Context: an optimization exercise on an open-source flow, tuned for a short achievable clock period and few clock cycles. The choices shown serve that exercise and are no tape-out recipe. The RTL was checked by simulation tests, not by an equivalence proof against the original design. Power is estimated from default activity; no workload was simulated.

## design/flow/design.v

```verilog
package path_types_pkg;
    typedef logic [10-1:0] node_idx_t;
    typedef logic [24-1:0] path_count_t;
    typedef logic [$clog2(32)-1:0] queue_ptr_t;
    typedef logic [5-1:0] succ_cnt_t;
endpackage
package path_ctrl_pkg;
    typedef enum logic [2:0] {
        IDLE      = 3'd0,
        POP       = 3'd1,
        WAIT_LIST = 3'd2,
        PUSH      = 3'd3,
        FINISHED  = 3'd4
    } walk_state_t;
    typedef enum logic [1:0] {
        BASE_SEED  = 2'd0,
        BASE_END   = 2'd1,
        BASE_MATCH = 2'd2,
        BASE_NEW   = 2'd3
    } add_base_t;
endpackage
`timescale 1ns/10ps
module count_accumulator (
    input  logic        clk,
    input  logic        rst_n,
    input  logic        end_load,
    input  logic        end_add,
    input  path_types_pkg::node_idx_t   end_node,
    input  path_types_pkg::node_idx_t   next_node_idx,
    input  path_ctrl_pkg::add_base_t   add_base,
    input  path_types_pkg::path_count_t match_count,
    input  path_types_pkg::path_count_t popped_count,
    output path_types_pkg::path_count_t sum,
    output logic        end_hit,
    output path_types_pkg::path_count_t path_count
);
    path_types_pkg::node_idx_t   end_idx;
    path_types_pkg::path_count_t end_count;
    path_types_pkg::path_count_t base;
    path_types_pkg::path_count_t addend;
    always_comb begin
        case (add_base)
            path_ctrl_pkg::BASE_END:   base = end_count;
            path_ctrl_pkg::BASE_MATCH: base = match_count;
            default:    base = '0;
        endcase
    end
    assign addend = (add_base == path_ctrl_pkg::BASE_SEED) ? path_types_pkg::path_count_t'(1) : popped_count;
    assign sum    = base + addend;
    assign end_hit    = (next_node_idx == end_idx);
    assign path_count = end_count;
    always_ff @(posedge clk or negedge rst_n) begin
        if (!rst_n) begin
            end_idx   <= '0;
            end_count <= '0;
        end else if (end_load) begin
            end_idx   <= end_node;
            end_count <= '0;
        end else if (end_add) begin
            end_count <= sum;
        end
    end
endmodule
`timescale 1ns/10ps
module node_queue (
    input  logic        clk,
    input  logic        rst_n,
    input  logic        push,
    input  logic        pop,
    input  logic        update,
    input  logic        clear,
    input  logic        seed_idx_sel,
    input  path_types_pkg::node_idx_t   start_node,
    input  path_types_pkg::node_idx_t   next_node_idx,
    input  path_types_pkg::path_count_t sum,
    output logic        empty,
    output logic        match,
    output path_types_pkg::node_idx_t   head_idx,
    output path_types_pkg::path_count_t match_count,
    output path_types_pkg::path_count_t popped_count
);
    path_types_pkg::node_idx_t   idx_mem   [32];
    path_types_pkg::path_count_t count_mem [32];
    logic [32-1:0] valid;
    path_types_pkg::queue_ptr_t wr_ptr;
    path_types_pkg::queue_ptr_t rd_ptr;
    path_types_pkg::queue_ptr_t wr_slot;
    path_types_pkg::queue_ptr_t prev_rd_ptr;
    path_types_pkg::queue_ptr_t match_ptr;
    path_types_pkg::node_idx_t  wr_idx;
    assign wr_slot = clear ? '0 : wr_ptr;
    assign wr_idx  = seed_idx_sel ? start_node : next_node_idx;
    assign prev_rd_ptr  = rd_ptr - 1'b1;
    assign popped_count = count_mem[prev_rd_ptr];
    assign head_idx = idx_mem[rd_ptr];
    assign empty    = (wr_ptr == rd_ptr) && !valid[rd_ptr];
    always_comb begin
        match     = 1'b0;
        match_ptr = '0;
        for (int i = 0; i < 32; i++) begin
            if (valid[i] && (idx_mem[i] == next_node_idx)) begin
                match     = 1'b1;
                match_ptr = path_types_pkg::queue_ptr_t'(i);
            end
        end
    end
    assign match_count = count_mem[match_ptr];
    always_ff @(posedge clk or negedge rst_n) begin
        if (!rst_n) begin
            wr_ptr <= '0;
            rd_ptr <= '0;
            valid  <= '0;
        end else begin
            if (clear) begin
                wr_ptr <= '0;
                rd_ptr <= '0;
                valid  <= '0;
            end
            if (push) begin
                valid[wr_slot] <= 1'b1;
                wr_ptr         <= wr_slot + 1'b1;
            end else if (pop) begin
                valid[rd_ptr] <= 1'b0;
                rd_ptr        <= rd_ptr + 1'b1;
            end
        end
    end
    always_ff @(posedge clk) begin
        if (push) begin
            idx_mem[wr_slot]   <= wr_idx;
            count_mem[wr_slot] <= sum;
        end else if (update) begin
            count_mem[match_ptr] <= sum;
        end
    end
endmodule
`timescale 1ns/10ps
module path_count_ctrl (
    input  logic      clk,
    input  logic      rst_n,
    input  logic      start_run,
    input  path_types_pkg::succ_cnt_t next_node_counter,
    input  logic      empty,
    input  logic      match,
    input  logic      end_hit,
    input  path_types_pkg::node_idx_t head_idx,
    output logic      push,
    output logic      pop,
    output logic      update,
    output logic      seed_idx_sel,
    output logic      clear,
    output logic      end_load,
    output logic      end_add,
    output path_ctrl_pkg::add_base_t add_base,
    output path_types_pkg::node_idx_t node_idx,
    output logic      rd_next_node,
    output logic      done
);
    path_ctrl_pkg::walk_state_t state;
    path_ctrl_pkg::walk_state_t state_next;
    path_types_pkg::node_idx_t   node_idx_next;
    logic        rd_next_node_next;
    logic        done_next;
    always_ff @(posedge clk or negedge rst_n) begin
        if (!rst_n) begin
            state        <= path_ctrl_pkg::IDLE;
            node_idx     <= '0;
            rd_next_node <= 1'b0;
            done         <= 1'b0;
        end else begin
            state        <= state_next;
            node_idx     <= node_idx_next;
            rd_next_node <= rd_next_node_next;
            done         <= done_next;
        end
    end
    always_comb begin
        state_next        = state;
        push              = 1'b0;
        pop               = 1'b0;
        update            = 1'b0;
        seed_idx_sel      = 1'b0;
        clear             = 1'b0;
        end_load          = 1'b0;
        end_add           = 1'b0;
        add_base          = path_ctrl_pkg::BASE_NEW;
        node_idx_next     = node_idx;
        rd_next_node_next = 1'b0;
        done_next         = done;
        case (state)
            path_ctrl_pkg::IDLE: begin
                if (start_run) begin
                    clear        = 1'b1;
                    push         = 1'b1;
                    seed_idx_sel = 1'b1;
                    add_base     = path_ctrl_pkg::BASE_SEED;
                    end_load     = 1'b1;
                    state_next   = path_ctrl_pkg::POP;
                end
            end
            path_ctrl_pkg::POP: begin
                if (empty) begin
                    done_next  = 1'b1;
                    state_next = path_ctrl_pkg::FINISHED;
                end else begin
                    pop               = 1'b1;
                    node_idx_next     = head_idx;
                    rd_next_node_next = 1'b1;
                    state_next        = path_ctrl_pkg::WAIT_LIST;
                end
            end
            path_ctrl_pkg::WAIT_LIST: begin
                state_next = path_ctrl_pkg::PUSH;
            end
            path_ctrl_pkg::PUSH: begin
                if (next_node_counter == path_types_pkg::succ_cnt_t'(0)) begin
                    state_next = path_ctrl_pkg::POP;
                end else if (end_hit) begin
                    end_add  = 1'b1;
                    add_base = path_ctrl_pkg::BASE_END;
                end else if (match) begin
                    update   = 1'b1;
                    add_base = path_ctrl_pkg::BASE_MATCH;
                end else begin
                    push     = 1'b1;
                    add_base = path_ctrl_pkg::BASE_NEW;
                end
                if (next_node_counter == path_types_pkg::succ_cnt_t'(1)) begin
                    state_next = path_ctrl_pkg::POP;
                end
            end
            path_ctrl_pkg::FINISHED: begin
                if (!start_run) begin
                    done_next  = 1'b0;
                    state_next = path_ctrl_pkg::IDLE;
                end
            end
            default: begin
                state_next = path_ctrl_pkg::IDLE;
            end
        endcase
    end
endmodule
`timescale 1ns/10ps
module path_count_top (
    input  logic        clk,
    input  logic        rst_n,
    input  logic        start_run,
    input  path_types_pkg::node_idx_t   start_node,
    input  path_types_pkg::node_idx_t   end_node,
    input  path_types_pkg::node_idx_t   next_node_idx,
    input  path_types_pkg::succ_cnt_t   next_node_counter,
    output path_types_pkg::node_idx_t   node_idx,
    output logic        rd_next_node,
    output logic        done,
    output path_types_pkg::path_count_t path_count
);
    logic        push;
    logic        pop;
    logic        update;
    logic        seed_idx_sel;
    logic        clear;
    logic        end_load;
    logic        end_add;
    path_ctrl_pkg::add_base_t   add_base;
    logic        empty;
    logic        match;
    path_types_pkg::node_idx_t   head_idx;
    path_types_pkg::path_count_t match_count;
    path_types_pkg::path_count_t popped_count;
    path_types_pkg::path_count_t sum;
    logic        end_hit;
    path_count_ctrl u_ctrl (
        .clk               (clk),
        .rst_n             (rst_n),
        .start_run         (start_run),
        .next_node_counter (next_node_counter),
        .empty             (empty),
        .match             (match),
        .end_hit           (end_hit),
        .head_idx          (head_idx),
        .push              (push),
        .pop               (pop),
        .update            (update),
        .seed_idx_sel      (seed_idx_sel),
        .clear             (clear),
        .end_load          (end_load),
        .end_add           (end_add),
        .add_base          (add_base),
        .node_idx          (node_idx),
        .rd_next_node      (rd_next_node),
        .done              (done)
    );
    node_queue u_queue (
        .clk           (clk),
        .rst_n         (rst_n),
        .push          (push),
        .pop           (pop),
        .update        (update),
        .clear         (clear),
        .seed_idx_sel  (seed_idx_sel),
        .start_node    (start_node),
        .next_node_idx (next_node_idx),
        .sum           (sum),
        .empty         (empty),
        .match         (match),
        .head_idx      (head_idx),
        .match_count   (match_count),
        .popped_count  (popped_count)
    );
    count_accumulator u_accum (
        .clk           (clk),
        .rst_n         (rst_n),
        .end_load      (end_load),
        .end_add       (end_add),
        .end_node      (end_node),
        .next_node_idx (next_node_idx),
        .add_base      (add_base),
        .match_count   (match_count),
        .popped_count  (popped_count),
        .sum           (sum),
        .end_hit       (end_hit),
        .path_count    (path_count)
    );
endmodule
```

## design/flow/run.sh

```bash
#!/bin/bash
# synth_recipe.tcl (not shown) runs the flow's synth.tcl, then flattens the netlist and writes it again
# the make line also repeats each setting of config.mk as NAME=value (left out here)
make -C /OpenROAD-flow-scripts/flow DESIGN_CONFIG=/design/flow/config.mk WORK_HOME=/design/flow/orfs CLKGATE_MAP_FILE= SYNTH_SCRIPT=/design/flow/synth_recipe.tcl finish
```

## design/flow/config.mk

```make
export PLATFORM = sky130hd
export DESIGN_NAME = path_count_top
export DESIGN_NICKNAME = path_count_top
export VERILOG_FILES = /design/flow/design.v
export SDC_FILE = /design/flow/constraint.sdc
export NUM_CORES = 4
export LEC_CHECK = 0
export CAP_MARGIN = 20
export CORE_MARGIN = 2
export CORE_UTILIZATION = 40
export SLEW_MARGIN = 20
```

## design/flow/constraint.sdc

```tcl
create_clock -name core_clock -period 10.0 [get_ports {clk}]
set_input_delay 2.0000 -clock core_clock [delete_from_list [all_inputs] [get_ports {clk}]]
set_output_delay 2.0000 -clock core_clock [all_outputs]
set_load 0.01 [all_outputs]
```

==> run summary <==
-- metrics by stage --
stage          setup TNS (ns)  hold slack (ns)    util
3_3_place_gp           -1.911           0.4996  0.4320
6_report                    0           0.5060  0.4592
5_1_grt                     0           0.5476  0.4592
4_1_cts                     0           0.5121  0.4591
2_1_floorplan               0           0.4655       -
3_5_place_dp           -2.321           0.4985  0.4323
-- synthesized netlist by cell type (36+ instances only) --
library cell	n	area, sq um
edfxtp_1	1088	32670
xnor2_1	351	3074
mux4_2	349	7860
a211oi_1	258	1937
mux2i_1	225	2252
nand2_1	217	814.5
a21oi_1	195	975.9
nor2_1	152	570.6
nor2b_1	146	913.4
clkbuf_1	132	495.5
nand4_1	122	763.2
dfrtp_1	91	2277
nor3_1	79	395.4
nand3_1	78	390.4
o211ai_1	65	488.0
o21ai_0	61	305.3
buf_2	60	300.3
mux2_2	44	495.5
buf_4	36	270.3
-- worst max-delay path, delay by kind of cell --
family	cells	cell delay, ns
buffers and inverters	8	1.79
xor gates and xnor gates	2	0.41
adders and majority gates	2	0.74
AOI/OAI and AO/OA	15	3.29
muxes	2	0.38
and+or+nand+nor	6	1.47
-- sequential cells by signal, summed over array words and instances, names as in the netlist --
register,count
u_accum.end_count,24
u_accum.end_idx,10
u_ctrl.done,1
u_ctrl.node_idx,10
u_ctrl.rd_next_node,1
u_ctrl.state,3
u_queue.count_mem,768
u_queue.idx_mem,320
u_queue.rd_ptr,5
u_queue.valid,32
u_queue.wr_ptr,5
-- area by class of cell --
type                    count  area (sq um)
diodes                      1         2.502
clock buffers             155          3256
clock inverters            70         752.0
fillers                 13000         81000
inverters                  25         93.84
multi-input cells        2650         24370
flip-flops and latches   1179         34960
well taps                2016          2522
repair buffers            308          2818
-- metal layers --
| metal | up-vias | part of all wire | GRT usage | wire length [um] |
|---|---|---|---|---|
| li1 | 16730 | - | - | - |
| met1 | 20430 | 0.42 | 0.3448 | 79710 |
| met2 | 1878 | 0.46 | 0.3914 | 88730 |
| met3 | 328 | 0.082 | 0.03801 | 15650 |
| met4 | 4 | 0.035 | 0.08638 | 6748 |
| met5 | - | 0.00012 | 0 | 23 |
-- power by group --
| part | internal (W) | switching [W] |
|---|---|---|
| combinational | 0.00375 | 0.00599 |
| sequential | 0.00822 | 0.000529 |
| clock | 0.00262 | 0.00199 |
| total | 0.0146 | 0.00851 |
-- kinds of logic (layout without fill, tap and decap cells) --
family | after synthesis | after routing
DFF | 1179 | 1179
AOI/OAI and AO/OA | 694 | 694
muxes | 620 | 620
other | 0 | 1
xor gates and xnor gates | 367 | 367
and+or+nand+nor | 933 | 933
adders and majority gates | 36 | 36
buffers and inverters | 319 | 558
-- worst max-delay path by stage --
stage | start | slack (ns) | end
2_1_floorplan | next_node_idx[7] | 0.91 | u_queue.count_mem[0][22]
3_3_place_gp | next_node_idx[8] | -0.04 | u_queue.count_mem[17][23]
3_5_place_dp | next_node_idx[8] | -0.07 | u_queue.count_mem[17][23]
4_1_cts | next_node_idx[8] | 0.68 | u_queue.count_mem[16][23]
5_1_grt | next_node_idx[8] | 0.09 | u_queue.count_mem[23][22]
6_report | next_node_idx[8] | 0.58 | u_accum.end_count[20]
==> run summary <==
fraction of registers with async set/reset 0.07718; initial antenna violation count 5; clk slew on worst S/H paths 0.06 ns; final slew viol count 0; Critical Path End Type register; Worst path slowest cell nor4_1; die area 154,100 sq um; cell count after synthesis 4,148; peak supply drop 0.0003346 V; R2R setup slack 2.01 ns; clk_skew 0.03355 ns; Hold Buf Count CTS 0; post-synthesis xor/xnor area fraction 0.05336; critical path type input port to register; Place WS -0.07378 ns; Mapped Avg Cell Area 14.56 sq um; first-pass GRT wire length 274,500 um; DRC 0; Via density 6.148; crit share post-route 0.9420; CTS sink count 1,179; Critical Path Source Type input port; Worst-Margin Slew 1.086 ns; CTS tree done; top_reg_cell synth edfxtp_1; Max stage delay on crit path 0.56 ns; reg-to-reg critical path endpoint u_accum.end_count[20]; DPL Wire Length 120,600 um; GRT Overall Usage 0.2464; Post-Route WL 190,900 um; CP most frequent cell buf_4; Post CTS Setup Buffer Count 0; port bufs 73; Final min period 9.420 ns; worst-skew pair later-pin latency 0.75 ns; CTS resizes 0; Finished Layout Cells 6,404; Die X 392.5 um; Placeable Area 149,800 sq um; hold crit path type register to register; fin nets 4,358; layout cells sized above 1 0.2104; register area share after synthesis 0.5788; hold endpoint u_accum.end_idx[7]; Peak Freq 106.2 MHz; final std cell area, no fill 68,770 sq um; leakage power 23.19 nW; DP Area 64,750 sq um; Min-Delay Path Depth 2; GPL Wtd Cong 0.9333; fin worst setup slack 0.5804 ns; FF+latch count, synth 1,179; largest net degree at the start of global routing 84; Reg2Reg Depth 33; synth warn 3; total gr overflow 0; IO Pins 74; max-cap check violation count 0; simple logic cell fraction of the synthesized area 0.07909; outcome complete, no violations; Rows 142; post-synthesis compound-gate area fraction 0.07725; leading cell types in the layout, fill and taps excluded edfxtp_1 (1,088), mux4_2 (349), xnor2_1 (332), a211oi_1 (258), mux2i_1 (225); WP data arrival 10.11 ns; P&R area growth vs syn 13.89%; 1st-iter DRT viols 4,612; EDFF count, synth 1,088; WP data required 10.69 ns; Pre-Repair DR Iteration Count 6; synth unique cells 76; initial core utilization 0.4032; Root Buffer clkbuf_16; worst-path maximum fanout 33; Slew headroom 0.2738; most common cell after layout, fill and taps aside edfxtp_1; DR WL/cell 29.80 um; Clock Tree Buf Depth 3; Hold Startpoint u_accum.end_idx[7]; via count of the first global-routing pass 38,300; placed insts 6,178; RSZ-0062 raised after global routing false; Synth Area in Adders 0.007584; die height 392.5 um; Final setup viols 0; largest family of logic cells by synthesized area multiplexers; total number of vias 39,370; Mapped Nets 4,222; endpoints failing hold 0; H-tree Lvls 3; Inserted Clock Buffers 120; pwr dens 335.9 nW/um^2; worst r2r src u_queue.idx_mem[21][7]; post-synthesis mux area share 0.1760; synthesized area 60,380 sq um; total power draw 0.02310 W; Detail Route Antenna Nets 0
Testbench counts, summed over its fixed seeds: cycles 33,846.

port drivers added, routing unchanged:
How much do the figures lean on ideal ports? The routed layout below was timed once more, with nothing changed but the port constraints.
Step 1 sets driving cells, clkbuf_16 on the clock port and buf_2 on the other inputs (assumed; they add their load-dependent delay and slew).
Step 2 also shifts input and output timing later by t, the mid clock arrival at the registers, as if the neighbouring blocks saw the same clock.
Three values: no drivers, after step 1, after step 2; two values: the first two.
t (ns): 0.822
slack for setup (ns): 0.580 / 0.647 / -0.175
hold slack, ns: 0.506 / 0.506 / 0.506
Met with ideal ports but missed after step 2: setup timing in this run. The setup slack of this run moves by +0.067 ns with the drivers and by -0.755 ns with both steps.
